This design comes from an exercise in tuning for small area on the open sky130 flow, not from production work. Only simulation tests tie the RTL to the original design; equivalence was not proved.

File: flow/config.mk
export PLATFORM = sky130hd
export DESIGN_NAME = assoc_metadata
export DESIGN_NICKNAME = assoc_metadata
export VERILOG_FILES = /design/flow/design.v
export SDC_FILE = /design/flow/constraint.sdc
export NUM_CORES = 4
export LEC_CHECK = 0
export CAP_MARGIN = 20
export CORE_MARGIN = 2
export CORE_UTILIZATION = 40
export PLACE_DENSITY = 0.45
export SLEW_MARGIN = 20
File: flow/constraint.sdc
create_clock -name core_clock -period 12.0 [get_ports {clk}]
set_input_delay 2.4000 -clock core_clock [delete_from_list [all_inputs] [get_ports {clk}]]
set_output_delay 2.4000 -clock core_clock [all_outputs]
set_load 0.01 [all_outputs]
File: flow/design.v
module assoc_metadata #(
   parameter int NUM_SETS       = 16,
   parameter int SET_SIZE       = 4,
   parameter int NUM_WAYS       = 4,
   parameter int TAG_SIZE       = 28,
   parameter int READ_ONLY      = 0,
   parameter int PERF_CNT_WIDTH = 32,
   localparam int WAY_BITS      = $clog2(NUM_WAYS)
) (
   input  logic                clk,
   input  logic                reset,
   input  logic [SET_SIZE-1:0] set,
   input  logic [TAG_SIZE-1:0] tag,
   input  logic                lookup,
   input  logic                clear_selected_valid_bit,
   input  logic                finish_new_line_install,
   input  logic                set_selected_dirty_bit,
   input  logic                clear_selected_dirty_bit,
   input  logic                invalidate_all_req,
   output logic                valid_block_match,
   output logic [WAY_BITS-1:0] hit_way,
   output logic [WAY_BITS-1:0] victim_way,
   output logic [TAG_SIZE-1:0] victim_tag,
   output logic                victim_valid_dirty,
   output logic                invalidate_busy
);
   typedef enum logic {IDLE, SWEEP} state_t;
   state_t              state_q;
   logic [SET_SIZE-1:0] cnt_q;
   logic [TAG_SIZE-1:0] tag_q   [NUM_SETS][NUM_WAYS];
   logic [NUM_WAYS-1:0] valid_q [NUM_SETS];
   logic [NUM_WAYS-1:0] dirty_q [NUM_SETS];
   logic [NUM_WAYS-2:0] plru_q  [NUM_SETS];
   logic [NUM_WAYS-1:0] match, valid_set, dirty_set, valid_set_d, dirty_set_d;
   logic [NUM_WAYS-2:0] plru_set, plru_set_d;
   logic [WAY_BITS-1:0] plru_way, inv_way, touch_way;
   logic                busy, hit, install, touch;
   int                  node, tnode;
   assign busy            = state_q == SWEEP;
   assign invalidate_busy = busy;
   assign valid_set       = valid_q[set];
   assign dirty_set       = dirty_q[set];
   assign plru_set        = plru_q[set];
   always_comb begin
      match   = '0;
      hit_way = '0;
      inv_way = '0;
      for (int w = 0; w < NUM_WAYS; w++)
         match[w] = valid_set[w] && tag_q[set][w] == tag;
      for (int w = NUM_WAYS - 1; w >= 0; w--) begin
         if (match[w]) hit_way = WAY_BITS'(w);
         if (!valid_set[w]) inv_way = WAY_BITS'(w);
      end
      hit = !busy && |match;
      hit_way = hit ? hit_way : '0;
      node = 0;
      plru_way = '0;
      for (int l = 0; l < WAY_BITS; l++) begin
         plru_way[WAY_BITS-1-l] = plru_set[node];
         node = 2 * node + 1 + int'(plru_set[node]);
      end
   end
   assign valid_block_match  = hit;
   assign victim_way         = &valid_set ? plru_way : inv_way;
   assign victim_tag         = tag_q[set][victim_way];
   assign victim_valid_dirty = READ_ONLY == 0 && valid_set[victim_way] && dirty_set[victim_way];
   assign install            = !busy && !clear_selected_valid_bit && finish_new_line_install;
   assign touch              = install || (lookup && hit);
   assign touch_way          = install ? victim_way : hit_way;
   always_comb begin
      valid_set_d = valid_set;
      dirty_set_d = dirty_set;
      if (clear_selected_valid_bit) begin
         if (hit) valid_set_d[hit_way] = 1'b0;
      end else if (install) begin
         valid_set_d[victim_way] = 1'b1;
         dirty_set_d[victim_way] = 1'b0;
      end else if (clear_selected_dirty_bit) begin
         if (hit) dirty_set_d[hit_way] = 1'b0;
      end else if (set_selected_dirty_bit && hit) begin
         dirty_set_d[hit_way] = 1'b1;
      end
      dirty_set_d = READ_ONLY != 0 ? '0 : dirty_set_d;
      plru_set_d = plru_set;
      tnode = 0;
      for (int l = 0; l < WAY_BITS; l++) begin
         if (touch) plru_set_d[tnode] = ~touch_way[WAY_BITS-1-l];
         tnode = 2 * tnode + 1 + int'(touch_way[WAY_BITS-1-l]);
      end
   end
   always_ff @(posedge clk)
      if (install) tag_q[set][victim_way] <= tag;
   always_ff @(posedge clk or posedge reset)
      if (reset) begin
         state_q <= IDLE;
         cnt_q   <= '0;
         for (int s = 0; s < NUM_SETS; s++) begin
            valid_q[s] <= '0;
            dirty_q[s] <= '0;
            plru_q[s]  <= '0;
         end
      end else if (busy) begin
         valid_q[cnt_q] <= '0;
         dirty_q[cnt_q] <= '0;
         plru_q[cnt_q]  <= '0;
         cnt_q          <= cnt_q + 1'b1;
         if (cnt_q == SET_SIZE'(NUM_SETS - 1)) state_q <= IDLE;
      end else begin
         valid_q[set] <= valid_set_d;
         dirty_q[set] <= dirty_set_d;
         plru_q[set]  <= plru_set_d;
         if (invalidate_all_req) state_q <= SWEEP;
      end
endmodule
File: flow/run.sh
#!/bin/bash
# synth_recipe.tcl (not shown) runs the flow's synth.tcl, then flattens the netlist and writes it again
# the make line also repeats each setting of config.mk as NAME=value (left out here)
make -C /OpenROAD-flow-scripts/flow DESIGN_CONFIG=/design/flow/config.mk WORK_HOME=/design/flow/orfs CLKGATE_MAP_FILE= SYNTH_SCRIPT=/design/flow/synth_recipe.tcl finish
==> flow_summary.toml <==
[status]
result_of_the_run = "complete, no violations"

[synth]
syn_nets = 5780
synth.distinct_cells = 107
syn-mean-instance-area_sq_um = 16.3
synth_area_leaders = "edfxtp_1 (57%), mux4_2 (15%), mux2i_1 (5.4%)"
sequential_area_share_after_synthesis_pct = 62.3
postSynth.asyncResetShare_pct = 9.17
synth_top_cell_area_share_pct = 57.5
synth_ff_type = "edfxtp_1"
netlist_instances = 5736
synth-edff-count = 1792
synth_area_leader_cell = "edfxtp_1"
postSynthRegisterBits = 1973
mappedNetlistArea_sq_um = 93600
synth_warnings = 4

[power]
power.total_w = 0.0173
power.internal_w = 0.0125
power_density_nw_per_um2 = 163
ir_worst_vdd_uv = 118
leakagePower_nw = 34.6
power_frac_comb_pct = 15.9
clock_network_fraction_of_total_power_pct = 39.7
switching_power_w = 0.00487
switching_share_pct = 28.1
seqPwrFrac_pct = 44.4

[placement]
gp_congestion = 0.956
port_buffers = 74
dp.cells = 8792
dpl-instance-area_sq_um = 99000
dp_slack_ns = 0.779
place.detailed.hpwl_microns = 282000

[global_route]
wire_length_of_the_first_global_routing_pass_microns = 591000
first_global_vias = 60600
grt_start_max_net_pins = 114
global_route.usage.total_pct = 37.5
most_used_routing_layer = "met2"
gr_ovfl_total = 0
antenna_found_initial = 39
groute.layer.met1.usage_pct = 52.3
met2_track_demand_over_resource_pct = 55.4
met3_usage_pct = 8.94

[final_layout]
synthToLayoutAreaGrowth_pct = 13.4
final_cell_area_sq_um = 106000
post_route_cells_drive_above_1_share_pct = 25.4
nets = 5924
final.fill_count = 20200
finalNonFillerCells = 9211
regArea_sq_um = 58300
multiInputGateArea_sq_um = 33300

[sta]
timing.setup.tns_ns = 0
layout_setup_ws_ns = 0.578
rsz0062_at_grt = "false"
hold_violations = 0
worst_slew_margin_rel_pct = 18.0
timing.clock.skew_ns = 0.0294
finalSetupViolations = 0
max_clock_freq_mhz = 87.5
tightest_slew_ns = 1.23
final_period_minus_worst_setup_slack_ns = 11.42
drv_slew = 0
final_critical_path_share_of_the_clock_period_pct = 95.2

[cts]
root_buffer = "clkbuf_16"
postCtsResizedCells = 0
tritoncts.num_buffers = 218
post_cts_buffers = 0
h-tree-depth = 4
path_clk_slew_ns = 0.06
cts.sinks = 1973
clockBufferDepth = 3
clkLatencyLatePin_ns = 0.89
ctsHoldBuffers = 0
tritoncts = "yes"

[drt]
vias = 63900
detailedRoute.firstIterationViolations = 12000
drtPass1Iterations = 6
antenna_left = 0
post_drt_wl_per_cell_microns = 49.0
wirelength_microns = 451000
drc = 0
detail_route.vias_per_cell = 6.93

[min_path]
holdCritPathClass = "reg -> reg"

[setup_path]
critPathLaunchType = "input port"
worst_ep_required_time_ns = 9.60
crit_path_max_fanout = 76
critical_path_arrival_ns = 9.02
crit_end_element = "primary output"
critPathKind = "in -> out"

[floorplan]
ioPinCount = 75
start_util_pct = 40.2
core_sq_um = 233000
rows = 177
die_h_microns = 488
die_x_microns = 488
design.die.area_sq_um = 238000

[flow_run]
cap_viol_max_count = 0
[cells in the final DEF, fill, tap and decap left out, types with 37 or more instances in the layout]
cell and count:
nor2_1 84, o21ai_0 92, mux4_2 609, a21oi_1 204, a221oi_1 40, nor2_4 73, xnor2_1 96, xor2_1 54
nor3_1 44, a22oi_1 114, nand3_1 62, buf_4 263, edfxtp_1 1792, mux2i_1 509, clkbuf_16 220, clkdlybuf4s50_1 40
mux2_2 117, a31oi_1 39, clkinv_1 47, clkbuf_1 43, dfrtp_1 180, nand2_1 459, o22ai_1 113, a2111oi_0 37
a22o_1 58
[power groups by stage]
| stage | Combinational (W) | Sequential [W] | Clock (W) |
|---|---|---|---|
| CTS | 0.00270 | 0.00769 | 0.00693 |
| floorplan | 0.00163 | 0.00780 | 0 |
| global route | 0.00282 | 0.00770 | 0.00720 |
| finish | 0.00275 | 0.00769 | 0.00689 |
| global placement | 0.00270 | 0.00784 | 0 |
| detailed placement | 0.00270 | 0.00783 | 0 |
[cell families after synthesis]
group | count (synthesis) | share of synthesized area, %
xor gates and xnor gates | 153 | 1.43
AOI/OAI and AO/OA | 953 | 7.03
adders and majority gates | 4 | 0.0534
and+or+nand+nor | 947 | 4.68
DFF | 1973 | 62.3
muxes | 1237 | 21.5
buffers and inverters | 469 | 2.98
[critical path: stages]
cell and delay, ns:
buf_8 0.51, and2_4 0.41, buf_4 0.53, buf_4 0.55
a22oi_1 0.17, nand2_1 0.12, xor2_1 0.73, nand4_1 0.73
a2111oi_0 0.77, buf_4 0.21, nand4_1 0.16, and2_1 0.32
nor4_1 0.49, buf_4 0.23, clkdlybuf4s50_1 0.53
[worst paths after layout]
path | end | cells after the start | slack [ns] | startpoint
setup / recovery | hit_way[1] | 15 | 0.58 | set[1]
min in group asynchronous | valid_q[9][2]$_DFFE_PP0P_ | 2 | 2.07 | reset
hold / removal | valid_q[2][1]$_DFFE_PP0P_ | 2 | 0.48 | valid_q[2][1]$_DFFE_PP0P_
setup reg to reg | tag_q[34][13]$_DFFE_PP_ | 10 | 6.00 | plru_q[12][1]$_DFFE_PP0P_
max in group asynchronous | dirty_q[0][3]$_DFFE_PP0P_ | 3 | 8.40 | reset
hold reg to reg | valid_q[2][1]$_DFFE_PP0P_ | 2 | 0.48 | valid_q[2][1]$_DFFE_PP0P_
[stage by stage]
step,hold WS (ns),utilization (%)
2_1_floorplan,0.440,-
3_3_place_gp,0.458,42.4
3_5_place_dp,0.464,42.5
4_1_cts,0.478,45.6
5_1_grt,0.507,45.6
6_report,0.478,45.6
[per-layer routing]
metal	share of wire, %	vias up
met5	0.020	-
met4	5.7	14
met3	11	944
met2	44	4543
met1	40	34600
li1	-	23800
[area by class of cell]
| type | count | area share [%] |
|---|---|---|
| sequential | 1973 | 54.9 |
| multi-input combinational | 3294 | 31.3 |
| clock buffer | 269 | 5.41 |
| tap | 3132 | 3.69 |
| timing repair buffer | 373 | 3.15 |
| clock inverter | 138 | 1.35 |
| inverter | 20 | 0.121 |
| antenna | 12 | 0.0283 |
[sequential cells by signal, summed over array words and instances, names as in the netlist]
| signal | count |
|---|---|
| dirty_q | 64 |
| plru_q | 48 |
| state_q | 1 |
| valid_q | 64 |
| cnt_q | 4 |
| tag_q | 1792 |
[synth_stat cells (15+ instances only)]
cell type	count
a211oi_1	34
o21ai_0	93
nand4_1	23
clkbuf_1	145
nand3_1	63
nor4_1	18
nor2_1	161
o21ai_1	36
nor2b_1	21
a22o_1	58
inv_1	15
edfxtp_1	1792
mux2i_1	509
mux4_2	609
buf_6	58
a21oi_1	208
or3_1	27
a221oi_1	40
xnor2_1	97
nor3_1	46
nand2b_1	15
nand2_1	463
a31oi_1	39
o31ai_1	20
xor2_1	56
a2111oi_0	38
buf_2	119
mux2_2	117
buf_4	69
a22oi_1	114
and3_1	25
dfrtp_1	181
o22ai_1	113
buf_1	43

re-timing with driven ports:
No port has a modelled driver above. Below, the same layout with a new extraction and two added sets of constraints. Step 1: set_driving_cell puts a clkbuf_16 on clk and a buf_2 on each other input, an assumption about the parent block. Step 2 also shifts input and output timing later by t, the mid clock arrival at the registers, as if the neighbouring blocks saw the same clock. Three values: ideal ports, drivers, drivers and shift; two values: the first two.
t, ns: 0.968
setup slack, ns: 0.578 / 0.531 / 0.531
worst setup path after step 2: input to output
latest minus earliest clock arrival (ns): 0.032 / 0.033
worst data-port slew with drivers (ns): 0.22
After both steps setup and hold are still met in this run. For this run, drivers alone change the setup slack by -0.047 ns; drivers and shift together by -0.047 ns.
